Background: an optimization exercise with open tools, aiming at small area, a short achievable clock period and few clock cycles. Do not read the settings as production practice.
Where RTL was checked, it was by simulation tests only, not by an equivalence proof against the original.

Setup of old:
// conv_rescaler
module conv_rescaler #(
    parameter int NB_PIXEL = 19,
    parameter int NB_COUNT = 32,
    parameter int NB_OUT   = 8,
    parameter int NB_FRAC  = 16
) (
    input  logic                clock,
    input  logic                reset,
    input  logic                i_extremesValid,
    input  logic [NB_PIXEL-1:0] i_maxValue,
    input  logic [NB_PIXEL-1:0] i_minValue,
    input  logic [NB_COUNT-1:0] i_imageSize,
    input  logic                i_valid,
    input  logic [NB_PIXEL-1:0] i_convValue,
    output logic                o_ready,
    output logic [NB_OUT-1:0]   o_pixel,
    output logic                o_valid,
    output logic                o_endSignal
);
Size in the first run: about 1600 cells after synthesis, roughly 230 flip-flops, ~100 I/O pins, roughly 0.016 sq mm of cells after synthesis.
export LEC_CHECK = 0
export ABC_CLOCK_PERIOD_IN_PS = 3500
export CAP_MARGIN = 20
export CORE_MARGIN = 2
export CORE_UTILIZATION = 40
export SLEW_MARGIN = 20
create_clock -name core_clock -period 9.0 [get_ports {clock}]
standard.sh (not shown) runs the stock make flow with config.mk's settings and CLKGATE_MAP_FILE= SYNTH_SCRIPT=/design/flow/synth_recipe.tcl, a recipe that flattens the netlist after the stock synthesis.
==> flow/flow/run.sh <==
#!/bin/bash
# Standard layout, with the port buffers made from the smallest plain buffer, a clock tree
# of clkbuf_16 buffers each driving a cluster of up to 25 flip-flops, without dummy loads,
# and timing repair aiming for 5.7 ns of setup slack (a 3.3 ns period) at the design's 9 ns clock.
set -euo pipefail
export BUFFER_PORTS_ARGS="-buffer_cell sky130_fd_sc_hd__buf_1"
export CTS_ARGS="-sink_clustering_enable -repair_clock_nets -dont_use_dummy_load -buf_list {sky130_fd_sc_hd__clkbuf_16} -sink_clustering_size 25 -sink_clustering_max_diameter 80"
export SETUP_SLACK_MARGIN=5.7
bash standard.sh > standard_flow.log 2>&1
Testbench counts of old, summed over its fixed seeds: cycles 20,300.
Input-level comparison between new and old:
==> flow/flow/run.sh <==
#!/bin/bash
# Standard layout, with the port buffers made from the smallest plain buffer, a clock tree
# of clkbuf_8 buffers without dummy loads, and timing repair aiming for 5.8 ns of setup slack
# (a 3.2 ns period) at the design's 9 ns clock.
set -euo pipefail
export BUFFER_PORTS_ARGS="-buffer_cell sky130_fd_sc_hd__buf_1"
export CTS_ARGS="-sink_clustering_enable -repair_clock_nets -dont_use_dummy_load -buf_list {sky130_fd_sc_hd__clkbuf_8}"
export SETUP_SLACK_MARGIN=5.8
bash standard.sh > standard_flow.log 2>&1
## What came out
Comparing old and new, the higher detail-routed via count per cell was measured on new. Compared to old, new has global placement routability congestion about 0.9% lower. Compared with old, in new setup slack shows an increase of 0.012 ns; highest clock rate shows an increase of 0.38%. Compared to old, the router laid down more metal wire for new. On register-to-register slack, old tracks new almost exactly.

---

Starting RTL as in the previous note.
clock: 9.0 ns
lec_check: 0
abc_clock_period_in_ps: 3500
cap_margin: 20
core_margin: 2
core_utilization: 40
slew_margin: 20
==> flow/flow/run.sh <==
#!/bin/bash
# Standard layout, with the port buffers made from the smallest plain buffer, a clock tree
# of clkbuf_16 buffers each driving a cluster of up to 25 flip-flops, without dummy loads,
# and timing repair aiming for 5.8 ns of setup slack (a 3.2 ns period) at the design's 9 ns clock.
set -euo pipefail
export BUFFER_PORTS_ARGS="-buffer_cell sky130_fd_sc_hd__buf_1"
export CTS_ARGS="-sink_clustering_enable -repair_clock_nets -dont_use_dummy_load -buf_list {sky130_fd_sc_hd__clkbuf_16} -sink_clustering_size 25 -sink_clustering_max_diameter 80"
export SETUP_SLACK_MARGIN=5.8
bash standard.sh > standard_flow.log 2>&1
The baseline finished with timing, DRC and antenna clean.
Testbench counts at the start, summed over its fixed seeds: cycles 20,300.
==> next run, changes <==
==> flow/flow/run.sh (replaced) <==
#!/bin/bash
# Standard layout, with the port buffers made from the smallest plain buffer, a clock tree
# of clkbuf_8 buffers without dummy loads, and timing repair aiming for 5.7 ns of setup slack
# (a 3.3 ns period) at the design's 9 ns clock.
set -euo pipefail
export BUFFER_PORTS_ARGS="-buffer_cell sky130_fd_sc_hd__buf_1"
export CTS_ARGS="-sink_clustering_enable -repair_clock_nets -dont_use_dummy_load -buf_list {sky130_fd_sc_hd__clkbuf_8}"
export SETUP_SLACK_MARGIN=5.7
bash standard.sh > standard_flow.log 2>&1
After rerunning:
- The changed run went through all stages and came out clean
- register-to-register slack gets worse by 0.06 ns
- first-iteration DRC count went up by 0.41%
- final cell count went up by 0.62%
- routed wire length went up by 0.47%
- via count went up by about 0.8%
- count of clock-buffer cells in the layout went up by 23

---

Another version of the RTL of conv_rescaler (not shown whole).
Size in the first run: roughly 1700 cells after synthesis, ~190 flip-flops, ~100 I/O pins, about 16000 um2 of cells after synthesis.
clock: 9.0 ns
lec_check: 0
abc_clock_period_in_ps: 4000
cap_margin: 20
core_margin: 2
core_utilization: 40
setup_slack_margin: 5
slew_margin: 20
==> flow/flow/run.sh <==
#!/bin/bash
# Standard layout, with the port buffers made from the smallest plain buffer.
set -euo pipefail
export BUFFER_PORTS_ARGS="-buffer_cell sky130_fd_sc_hd__buf_1"
bash standard.sh > standard_flow.log 2>&1
The starting point ran to the end with no violations.
==> next run, changes <==
==> flow/flow/run.sh (replaced) <==
#!/bin/bash
# Standard layout, with the port buffers made from the smallest plain buffer and a clock tree
# of smaller buffers without dummy loads.
set -euo pipefail
export BUFFER_PORTS_ARGS="-buffer_cell sky130_fd_sc_hd__buf_1"
export CTS_ARGS="-sink_clustering_enable -repair_clock_nets -dont_use_dummy_load -buf_list {sky130_fd_sc_hd__clkbuf_4 sky130_fd_sc_hd__clkbuf_8}"
bash standard.sh > standard_flow.log 2>&1
Effect: First-iteration DRC count went down by 1.8%. Cell area went down by 2.3%. Clock-buffer cell count went down by 1. Fmax went down by 1.0%. Routed wire length went down by 0.55%. Non-clock buffer count went down by 9.
No run of this note included a check of the RTL's function; only the layout flow was run.

## afterwards: timing with drivers on the ports
How much do the figures lean on ideal ports? The routed layouts below were timed once more, with nothing changed but the port constraints.
Step 1 (the two cells are an assumption about what drives the block):
set clk [get_ports {clock}]
set_driving_cell -lib_cell sky130_fd_sc_hd__clkbuf_16 $clk
set_driving_cell -lib_cell sky130_fd_sc_hd__buf_2 [delete_from_list [all_inputs] $clk]
Step 2 times the ports against the registers' clock, not the clock port: input delays grow and output delays shrink by t, the midpoint of the rising clock arrivals with the driver on.
Three values: no drivers, after step 1, after step 2; two values: the first two.
| run | t, ns | setup slack, ns | pins driven straight from the clock port |
|---|---|---|---|
| old | 0.571 | 5.740 / 5.740 / 5.224 | 1 |
| new | 0.619 | 5.753 / 5.753 / 5.264 | 1 |
| the first run of note 2 | 0.561 | 5.754 / 5.754 / 5.293 | 1 |
| the second run of note 2 | 0.620 | 5.695 / 5.695 / 5.191 | 1 |
| the first run of note 3 | 0.522 | 5.105 / 5.105 / 5.105 | 1 |
| the second run of note 3 | 0.552 | 5.066 / 5.066 / 5.066 | 1 |
After both steps every run listed still meets setup and hold. For old, which loses most, drivers alone change the setup slack by 0.000 ns; drivers and shift together by -0.516 ns.
